Context: an optimization exercise on an open-source flow, tuned for small area. The choices shown serve that exercise and are no tape-out recipe. The RTL was checked by simulation tests, not by an equivalence proof against the original design. No activity file was given, so power comes from the tool's default toggle rates.

Design rv32_register_file, start of the top module:
module rv32_register_file #(
  parameter int unsigned DATA_W   = 32,
  parameter int unsigned ADDR_W   = 5,
  parameter int unsigned NUM_REGS = 32
) (
  input  logic              clk,
  input  logic              reset,
  input  logic              reg_file_wr_en,
  input  logic [ADDR_W-1:0] wr_addr,
  input  logic [DATA_W-1:0] data_in,
  input  logic [ADDR_W-1:0] rd_addr_1,
  input  logic [ADDR_W-1:0] rd_addr_2,
  output logic [DATA_W-1:0] rd_data_1,
  output logic [DATA_W-1:0] rd_data_2
);
  localparam int unsigned SEL_GRP  = 8;
  localparam int unsigned DATA_GRP = 16;
  logic [NUM_REGS-1:1][DATA_W-1:0] reg_file;
  logic [NUM_REGS-1:1][DATA_W-1:0] reg_next;
  logic [7:0] wr_hi;
  logic [3:0] wr_lo;
  always_comb begin
    for (int h = 0; h < 8; h++)
      wr_hi[h] = reset | (reg_file_wr_en && (wr_addr[4:2] == 3'(h)));
    for (int l = 0; l < 4; l++)
      wr_lo[l] = reset | (wr_addr[1:0] == 2'(l));
  end
  logic rst_n;
  assign rst_n = ~reset;
  logic [NUM_REGS-1:1][DATA_W/SEL_GRP-1:0] wr_n;
  logic [(NUM_REGS-1)/DATA_GRP:0][DATA_W-1:0] d_n;
  for (genvar i = 1; i < NUM_REGS; i++) begin : g_en
    for (genvar g = 0; g < DATA_W / SEL_GRP; g++) begin : g_grp
      rf_nand2 u_en (.a(wr_hi[i/4]), .b(wr_lo[i%4]), .y(wr_n[i][g]));
    end
  end
  for (genvar c = 0; c <= (NUM_REGS - 1) / DATA_GRP; c++) begin : g_d
    for (genvar b = 0; b < DATA_W; b++) begin : g_bit
  ...
For scale: about 4,400 cells after synthesis, about 990 flip-flops, about 110 I/O pins, about 0.039 mm2 of cells after synthesis.
==> flow/config.mk <==
export PLATFORM = sky130hd
export DESIGN_NAME = rv32_register_file
export DESIGN_NICKNAME = rv32_register_file
export VERILOG_FILES = /design/flow/design.v
export SDC_FILE = /design/flow/constraint.sdc
export NUM_CORES = 4
export LEC_CHECK = 0
export CAP_MARGIN = 0
export CORE_MARGIN = 2
export CORE_UTILIZATION = 55
export GPL_TIMING_DRIVEN = 0
export SETUP_SLACK_MARGIN = 0.3
export SLEW_MARGIN = 0
export SYNTH_HIERARCHICAL = 1
==> flow/constraint.sdc <==
create_clock -name core_clock -period 5.0 [get_ports {clk}]
set_input_delay 1.0000 -clock core_clock [delete_from_list [all_inputs] [get_ports {clk}]]
set_output_delay 1.0000 -clock core_clock [all_outputs]
set_load 0.01 [all_outputs]
standard.sh (not shown) runs the stock make flow with config.mk's settings and CLKGATE_MAP_FILE= SYNTH_SCRIPT=/design/flow/synth_recipe.tcl, a recipe that flattens the netlist after the stock synthesis.
==> flow/flow/run.sh <==
#!/bin/bash
# Layout flow: the standard ORFS flow (standard.sh, unchanged synthesis,
# floorplan, power grid and tap cells) with extra ORFS settings:
#  - every port is buffered: inputs with buf_2, outputs with buf_1 (flow/ports.tcl),
#    instead of the delay cells buffer_ports picks on its own;
#  - CTS clusters up to 16 flip-flops (within 100 um) per clkbuf_8 leaf buffer
#    and inserts no dummy loads.
# The whole make output goes to flow_make.log in the work folder; ORFS keeps
# each step's own log under orfs/logs/.
set -euo pipefail
bash standard.sh \
  "PRE_GLOBAL_PLACE_TCL=$PWD/flow/ports.tcl" \
  "BUFFER_PORTS_ARGS=-inputs -buffer_cell sky130_fd_sc_hd__buf_2" \
  "CTS_ARGS=-sink_clustering_enable -repair_clock_nets -dont_use_dummy_load -sink_clustering_size 16 -sink_clustering_max_diameter 100 -sink_clustering_buffer sky130_fd_sc_hd__clkbuf_8" \
  finish > flow_make.log 2>&1
==> flow/flow/ports.tcl <==
# Run before global placement (PRE_GLOBAL_PLACE_TCL): buffer every output
# port with a buf_1; the inputs get buf_2 buffers from the standard
# buffer_ports call that follows (BUFFER_PORTS_ARGS -inputs).
buffer_ports -outputs -buffer_cell sky130_fd_sc_hd__buf_1
Rerun with:
==> flow/flow/run.sh (replaced) <==
#!/bin/bash
# Layout flow: the standard ORFS flow (standard.sh, unchanged synthesis,
# floorplan, power grid and tap cells) with extra ORFS settings:
#  - port buffers are buf_2 cells instead of the delay cells buffer_ports
#    picks on its own;
#  - CTS clusters up to 25 flip-flops (within 100 um) per leaf buffer and inserts no dummy
#    loads.
# The whole make output goes to flow_make.log in the work folder; ORFS keeps
# each step's own log under orfs/logs/.
set -euo pipefail
bash standard.sh \
  "BUFFER_PORTS_ARGS=-buffer_cell sky130_fd_sc_hd__buf_2" \
  "CTS_ARGS=-sink_clustering_enable -repair_clock_nets -dont_use_dummy_load -sink_clustering_size 25 -sink_clustering_max_diameter 100" \
  finish > flow_make.log 2>&1
CAP_MARGIN = 20   (was 0)
CORE_UTILIZATION = 40   (was 55)
SETUP_SLACK_MARGIN = 0.2   (was 0.3)
SLEW_MARGIN = 20   (was 0)
removed: flow/flow/ports.tcl
After rerunning:
- The changed run completed, yet does not pass: setup timing
- global-route usage falls by 9.3 points
- setup slack got worse by 0.25 ns
- total power is higher by 1.7%
- non-clock buffer count goes up by 3
- area after synthesis is unchanged
- via count goes down by 1.4%
- die area increases by 37%
- wire length rises by about 3.5%
- cell count is higher by 5.7%
Rerun with:
==> flow/flow/run.sh (replaced) <==
#!/bin/bash
# Layout flow: the standard ORFS flow (standard.sh, unchanged synthesis,
# floorplan, power grid and tap cells) with extra ORFS settings:
#  - every port is buffered: inputs with buf_2, outputs with buf_1 (flow/ports.tcl),
#    instead of the delay cells buffer_ports picks on its own;
#  - CTS clusters up to 16 flip-flops (within 100 um) per clkbuf_8 leaf buffer
#    and inserts no dummy loads.
# The whole make output goes to flow_make.log in the work folder; ORFS keeps
# each step's own log under orfs/logs/.
set -euo pipefail
bash standard.sh \
  "PRE_GLOBAL_PLACE_TCL=$PWD/flow/ports.tcl" \
  "BUFFER_PORTS_ARGS=-inputs -buffer_cell sky130_fd_sc_hd__buf_2" \
  "CTS_ARGS=-sink_clustering_enable -repair_clock_nets -dont_use_dummy_load -sink_clustering_size 16 -sink_clustering_max_diameter 100 -sink_clustering_buffer sky130_fd_sc_hd__clkbuf_8" \
  finish > flow_make.log 2>&1
==> flow/flow/ports.tcl (new file) <==
# Run before global placement (PRE_GLOBAL_PLACE_TCL): buffer every output
# port with a buf_1; the inputs get buf_2 buffers from the standard
# buffer_ports call that follows (BUFFER_PORTS_ARGS -inputs).
buffer_ports -outputs -buffer_cell sky130_fd_sc_hd__buf_1
CORE_UTILIZATION = 55   (was 40)
SETUP_SLACK_MARGIN = 0.3   (was 0.2)
What happened: Now the flow went through all stages and came out clean; wire length fell by about 3.2%; cell area went down by 1.5%; total power fell by 1.6%; register-to-register slack hardly moves; synthesized area is unchanged; clock skew is unchanged; via count came out higher by 1.7%; combinational power goes down by about 2%.
Rerun with:
==> flow/flow/run.sh (replaced) <==
#!/bin/bash
# Layout flow: the standard ORFS flow (standard.sh, unchanged synthesis,
# floorplan, power grid and tap cells) with extra ORFS settings:
#  - port buffers are buf_2 cells instead of the delay cells buffer_ports
#    picks on its own;
#  - CTS clusters up to 25 flip-flops (within 100 um) per leaf buffer and inserts no dummy
#    loads.
# The whole make output goes to flow_make.log in the work folder; ORFS keeps
# each step's own log under orfs/logs/.
set -euo pipefail
bash standard.sh \
  "BUFFER_PORTS_ARGS=-buffer_cell sky130_fd_sc_hd__buf_2" \
  "CTS_ARGS=-sink_clustering_enable -repair_clock_nets -dont_use_dummy_load -sink_clustering_size 25 -sink_clustering_max_diameter 100" \
  finish > flow_make.log 2>&1
removed: flow/flow/ports.tcl
The changed run passed the timing, design-rule and antenna checks.
Final cell count shrinks by 0.54%.
Worst setup slack is about the same.
Core utilization rises by 0.11 points.
Clock power grows by about 4%.

[port drivers added, routing unchanged]
How much do the figures lean on ideal ports? The routed layouts below were timed once more, with nothing changed but the port constraints. Step 1 sets driving cells, clkbuf_16 on the clock port and buf_2 on the other inputs (assumed; they add their load-dependent delay and slew). Step 2, shift: input delay + t, output delay - t, t = (earliest + latest rising clock arrival at the registers) / 2. This alone moves slack from input paths to output paths. a / b / c = no drivers / after step 1 / after step 2; a / b = the first two.
run	t, ns	slack for setup (ns)	hold slack, ns
the first run	0.670	0.189 / 0.131 / 0.131	0.468 / 0.468 / 0.468
the second run	0.700	-0.057 / -0.083 / -0.083	0.466 / 0.466 / 0.466
the third run	0.678	0.183 / 0.105 / 0.105	0.467 / 0.467 / 0.467
the fourth run	0.691	0.181 / 0.108 / 0.108	0.468 / 0.468 / 0.468
The setup slack of the third run, which loses most, moves by -0.078 ns with the drivers and by -0.078 ns with both steps.
